Source: an optimization exercise on an open RTL-to-GDS flow (aim: small area). Production flows keep margins and buffers that such runs may drop.
The RTL was checked by simulation tests, not by an equivalence proof against the original design.
Power and IR drop assume default switching activity.

==> flow/design.v <==
module conv_top (
    input  logic        clk,
    input  logic        reset,
    input  logic [7:0]  in_data,
    input  logic [3:0]  in_user,
    input  logic        in_valid,
    output logic        in_ready,
    output logic [20:0] out_data,
    output logic        out_valid,
    input  logic        out_ready
);
    localparam logic [1:0] S_IDLE  = 2'd0;
    localparam logic [1:0] S_LOADW = 2'd1;    
    localparam logic [1:0] S_PIX   = 2'd2;
    localparam logic [1:0] S_SCAN  = 2'd3;
    logic [7:0]  pr [0:26];
    logic [7:0]  wr [0:15];
    logic [4:0]  pos;       
    logic [3:0]  wslot;     
    logic [1:0]  st;
    logic        done;      
    logic [1:0]  kc;        
    logic [2:0]  row, col;
    logic [7:0]  bias;
    logic [19:0] acc;
    logic        ov;
    logic [5:0]  sc;        
    logic        take, a27, a1, needwin, start, scanning, ins_p, ins_w;
    logic        ring_match, in_match, wbit, m, neg, shift, last_pix;
    logic [7:0]  p_op, w_op;
    logic [2:0]  pass;
    logic [7:0]  addend;
    logic [19:0] acc_s;
    logic [8:0]  lo9;
    logic [4:0]  hi_next;
    logic        a_inc, a_dec;
    assign a27      = (pos == 5'd0);
    assign a1       = (pos == 5'd26);
    function automatic logic ge2(input logic [1:0] x, input logic [1:0] y);
        ge2 = (x[1] & ~y[1]) | (~(x[1] ^ y[1]) & (x[0] | ~y[0]));
    endfunction
    assign needwin  = (row[2] || ge2(row[1:0], ~kc)) && (col[2] || ge2(col[1:0], ~kc));
    assign last_pix = (row == 3'd7) && (col == 3'd7);
    assign pass     = sc[5:3];
    always_comb begin
        case (st)
            S_LOADW: in_ready = row[2] || (wslot == {row[1:0], col[1:0]});
            S_PIX:   in_ready = a27 && (!needwin || done);
            default: in_ready = 1'b0;
        endcase
    end
    assign take  = in_valid && in_ready;
    assign ins_p = take && (st == S_PIX);
    assign ins_w = take && (st == S_LOADW) && !row[2];
    assign start    = (st == S_PIX) && in_valid && needwin && !done && !ov && a27;
    assign scanning = start || (st == S_SCAN);
    assign ring_match = (wslot[2:0] == {pos[3], pos[1:0]}) && !pos[2] &&
                        ge2(pos[4:3], kc) && ge2(pos[1:0], kc);
    assign in_match   = (wslot[2:0] == 3'd7) && a1;
    assign w_op       = (wslot[3] == pos[4]) ? wr[15] : wr[7];    
    assign wbit       = w_op[pass];
    assign m          = scanning && (ring_match || in_match) && wbit;
    assign neg        = (pass == 3'd7);
    assign shift      = (st == S_SCAN) && a27 && (sc[2:0] == 3'd0) && (pass != 3'd0);
    assign p_op   = in_match ? in_data : pr[26];
    assign addend = m ? (p_op ^ {8{neg}}) : 8'd0;
    always_comb begin
        if (start)      acc_s = {{5{bias[7]}}, bias, acc[6:0]};
        else if (shift) acc_s = {acc[19], acc[19:1]};
        else            acc_s = acc;
    end
    always_comb begin
        logic c;
        c = m && neg;
        for (int i = 0; i < 8; i++) begin
            lo9[i] = acc_s[7+i] ^ addend[i] ^ c;
            c      = (acc_s[7+i] & addend[i]) | (c & (acc_s[7+i] ^ addend[i]));
        end
        lo9[8] = c;
    end
    assign a_dec   = addend[7] & ~lo9[8];
    assign a_inc   = lo9[8] & ~addend[7];
    assign hi_next = acc_s[19:15] + {{4{a_dec}}, a_inc | a_dec};
    always_ff @(posedge clk) begin
        pr[0] <= ins_p ? in_data : pr[26];
        for (int i = 1; i < 27; i++) pr[i] <= pr[i-1];
        wr[0] <= ins_w ? in_data : wr[15];
        for (int i = 1; i < 16; i++) wr[i] <= wr[i-1];
    end
    always_ff @(posedge clk) begin
        acc <= {hi_next, lo9[7:0], acc_s[6:0]};
    end
    always_ff @(posedge clk) begin
        if (take && st == S_LOADW && row[2]) bias <= in_data;
    end
    always_ff @(posedge clk) begin
        if (reset) begin
            st    <= S_IDLE;
            pos   <= 5'd0;
            wslot <= 4'd0;
            sc    <= 6'd0;
            done  <= 1'b0;
            ov    <= 1'b0;
        end else begin
            pos   <= (a1 || ins_p) ? 5'd0 : pos + 5'd1;
            wslot <= wslot + 4'd1;
            if (ov && out_ready) ov <= 1'b0;
            if (scanning && a1) sc <= sc + 6'd1;
            case (st)
                S_IDLE: if (in_valid) begin
                    kc  <= 2'd0 - in_user[1:0];
                    row <= {1'b0, 2'd0 - in_user[1:0]};
                    col <= {1'b0, 2'd0 - in_user[1:0]};
                    st  <= S_LOADW;
                end
                S_LOADW: if (take) begin
                    if (row[2]) begin
                        row  <= 3'd0;
                        done <= 1'b0;
                        st   <= S_PIX;
                    end else if (col[1:0] == 2'd3) begin
                        col <= (row[1:0] == 2'd3) ? 3'd0 : {1'b0, kc};
                        row <= row + 3'd1;
                    end else begin
                        col <= col + 3'd1;
                    end
                end
                S_PIX: begin
                    if (take) begin
                        done <= 1'b0;
                        if (done) ov <= 1'b1;
                        col  <= col + 3'd1;
                        if (col == 3'd7) row <= row + 3'd1;
                        if (last_pix) st <= S_IDLE;
                    end else if (start) begin
                        st <= S_SCAN;
                    end
                end
                S_SCAN: if (a1 && sc == 6'd63) begin
                    st   <= S_PIX;
                    done <= 1'b1;
                end
                default: st <= S_IDLE;
            endcase
        end
    end
    assign out_data  = {acc[19], acc};
    assign out_valid = ov;
endmodule
Settings: LEC_CHECK=0, CAP_MARGIN=20, CORE_MARGIN=2, CORE_UTILIZATION=40, CTS_BUF_LIST=sky130_fd_sc_hd__clkbuf_4, CTS_CLUSTER_DIAMETER=40, CTS_CLUSTER_SIZE=12, SLEW_MARGIN=20; clock period 9.0 ns.
standard.sh (not shown) runs the stock make flow with config.mk's settings and CLKGATE_MAP_FILE= SYNTH_SCRIPT=/design/flow/synth_recipe.tcl, a recipe that flattens the netlist after the stock synthesis.
==> flow/flow/run.sh <==
#!/bin/bash
# The standard layout (standard.sh, the standard flow's own ORFS run), with two changes:
#  - port buffers use the smallest buffer cell instead of the flow's default pick
#  - clock tree synthesis does not add dummy loads
# Every tool's full output goes to a log file in the work folder.
set -euo pipefail
export BUFFER_PORTS_ARGS="-inputs -outputs -buffer_cell sky130_fd_sc_hd__buf_1"
export CTS_ARGS="-sink_clustering_enable -repair_clock_nets -dont_use_dummy_load -buf_list sky130_fd_sc_hd__clkbuf_4 -sink_clustering_size 12 -sink_clustering_max_diameter 40"
bash standard.sh finish > flow.log 2>&1
The starting point completed without violations.
Next try:
--- a/flow/design.v
+++ b/flow/design.v
@@ -25,9 +25,9 @@
     logic [19:0] acc;
     logic        ov;
     logic [5:0]  sc;        
     logic        take, a27, a1, needwin, start, scanning, ins_p, ins_w;
-    logic        ring_match, in_match, wbit, m, neg, shift, last_pix;
+    logic        ring_match, in_match, wbit, m, neg, binj, shift, last_pix;
     logic [7:0]  p_op, w_op;
     logic [2:0]  pass;
     logic [7:0]  addend;
     logic [19:0] acc_s;
@@ -35,12 +35,9 @@
     logic [4:0]  hi_next;
     logic        a_inc, a_dec;
     assign a27      = (pos == 5'd0);
     assign a1       = (pos == 5'd26);
-    function automatic logic ge2(input logic [1:0] x, input logic [1:0] y);
-        ge2 = (x[1] & ~y[1]) | (~(x[1] ^ y[1]) & (x[0] | ~y[0]));
-    endfunction
-    assign needwin  = (row[2] || ge2(row[1:0], ~kc)) && (col[2] || ge2(col[1:0], ~kc));
+    assign needwin  = (row >= {1'b0, ~kc}) && (col >= {1'b0, ~kc});
     assign last_pix = (row == 3'd7) && (col == 3'd7);
     assign pass     = sc[5:3];
     always_comb begin
         case (st)
@@ -51,34 +48,23 @@
     end
     assign take  = in_valid && in_ready;
     assign ins_p = take && (st == S_PIX);
     assign ins_w = take && (st == S_LOADW) && !row[2];
-    assign start    = (st == S_PIX) && in_valid && needwin && !done && !ov && a27;
+    assign start    = (st == S_PIX) && in_valid && needwin && !done && !ov && a27 && (acc == 20'd0);
     assign scanning = start || (st == S_SCAN);
     assign ring_match = (wslot[2:0] == {pos[3], pos[1:0]}) && !pos[2] &&
-                        ge2(pos[4:3], kc) && ge2(pos[1:0], kc);
+                        (pos[4:3] >= kc) && (pos[1:0] >= kc);
     assign in_match   = (wslot[2:0] == 3'd7) && a1;
-    assign w_op       = (wslot[3] == pos[4]) ? wr[15] : wr[7];    
+    assign w_op       = (wslot[3] == (pos[4] | in_match)) ? wr[15] : wr[7];
     assign wbit       = w_op[pass];
     assign m          = scanning && (ring_match || in_match) && wbit;
     assign neg        = (pass == 3'd7);
-    assign shift      = (st == S_SCAN) && a27 && (sc[2:0] == 3'd0) && (pass != 3'd0);
+    assign binj       = scanning && (pass == 3'd0) && (wslot[2:0] == 3'd0) && (pos == 5'd1);
+    assign shift      = scanning ? (a27 && (sc[2:0] == 3'd0) && (pass != 3'd0)) : !(ov || done);
     assign p_op   = in_match ? in_data : pr[26];
-    assign addend = m ? (p_op ^ {8{neg}}) : 8'd0;
-    always_comb begin
-        if (start)      acc_s = {{5{bias[7]}}, bias, acc[6:0]};
-        else if (shift) acc_s = {acc[19], acc[19:1]};
-        else            acc_s = acc;
-    end
-    always_comb begin
-        logic c;
-        c = m && neg;
-        for (int i = 0; i < 8; i++) begin
-            lo9[i] = acc_s[7+i] ^ addend[i] ^ c;
-            c      = (acc_s[7+i] & addend[i]) | (c & (acc_s[7+i] ^ addend[i]));
-        end
-        lo9[8] = c;
-    end
+    assign addend = m ? (p_op ^ {8{neg}}) : (binj ? bias : 8'd0);
+    assign acc_s   = shift ? {scanning && acc[19], acc[19:1]} : acc;
+    assign lo9     = {1'b0, acc_s[14:7]} + {1'b0, addend} + {8'd0, m && neg};
     assign a_dec   = addend[7] & ~lo9[8];
     assign a_inc   = lo9[8] & ~addend[7];
     assign hi_next = acc_s[19:15] + {{4{a_dec}}, a_inc | a_dec};
     always_ff @(posedge clk) begin
What happened: Clock power hardly moves. Wire length grows by roughly a tenth. Count of clock-buffer cells in the layout does not change. Clock skew drops by 0.016 ns. Via count climbs by roughly a tenth. Synthesized cell count came out higher by a little under a tenth. Non-clock buffer count is unchanged. Worst setup slack gains 0.38 ns. First-iteration DRC count is higher by well over a third.

-- afterwards: timing with drivers on the ports --
Ports are ideal in the flow. The routed layouts listed here were re-timed in OpenROAD.
Step 1 assumes that a clkbuf_16 drives the clock port and a buf_2 every other input.
Step 2 times the ports against the registers' clock, not the clock port: input delays grow and output delays shrink by t, the midpoint of the rising clock arrivals with the driver on.
Slacks: ideal / step 1 / step 2; pairs: ideal / step 1.
run | shift t [ns] | slack for setup (ns) | pins driven straight from the clock port
the first run | 0.644 | 2.061 / 2.079 / 1.435 | 1
the second run | 0.651 | 2.445 / 2.461 / 1.810 | 1
After both steps setup and hold are still met in every run listed. For the second run, which loses most, drivers alone change the setup slack by +0.016 ns; drivers and shift together by -0.635 ns.
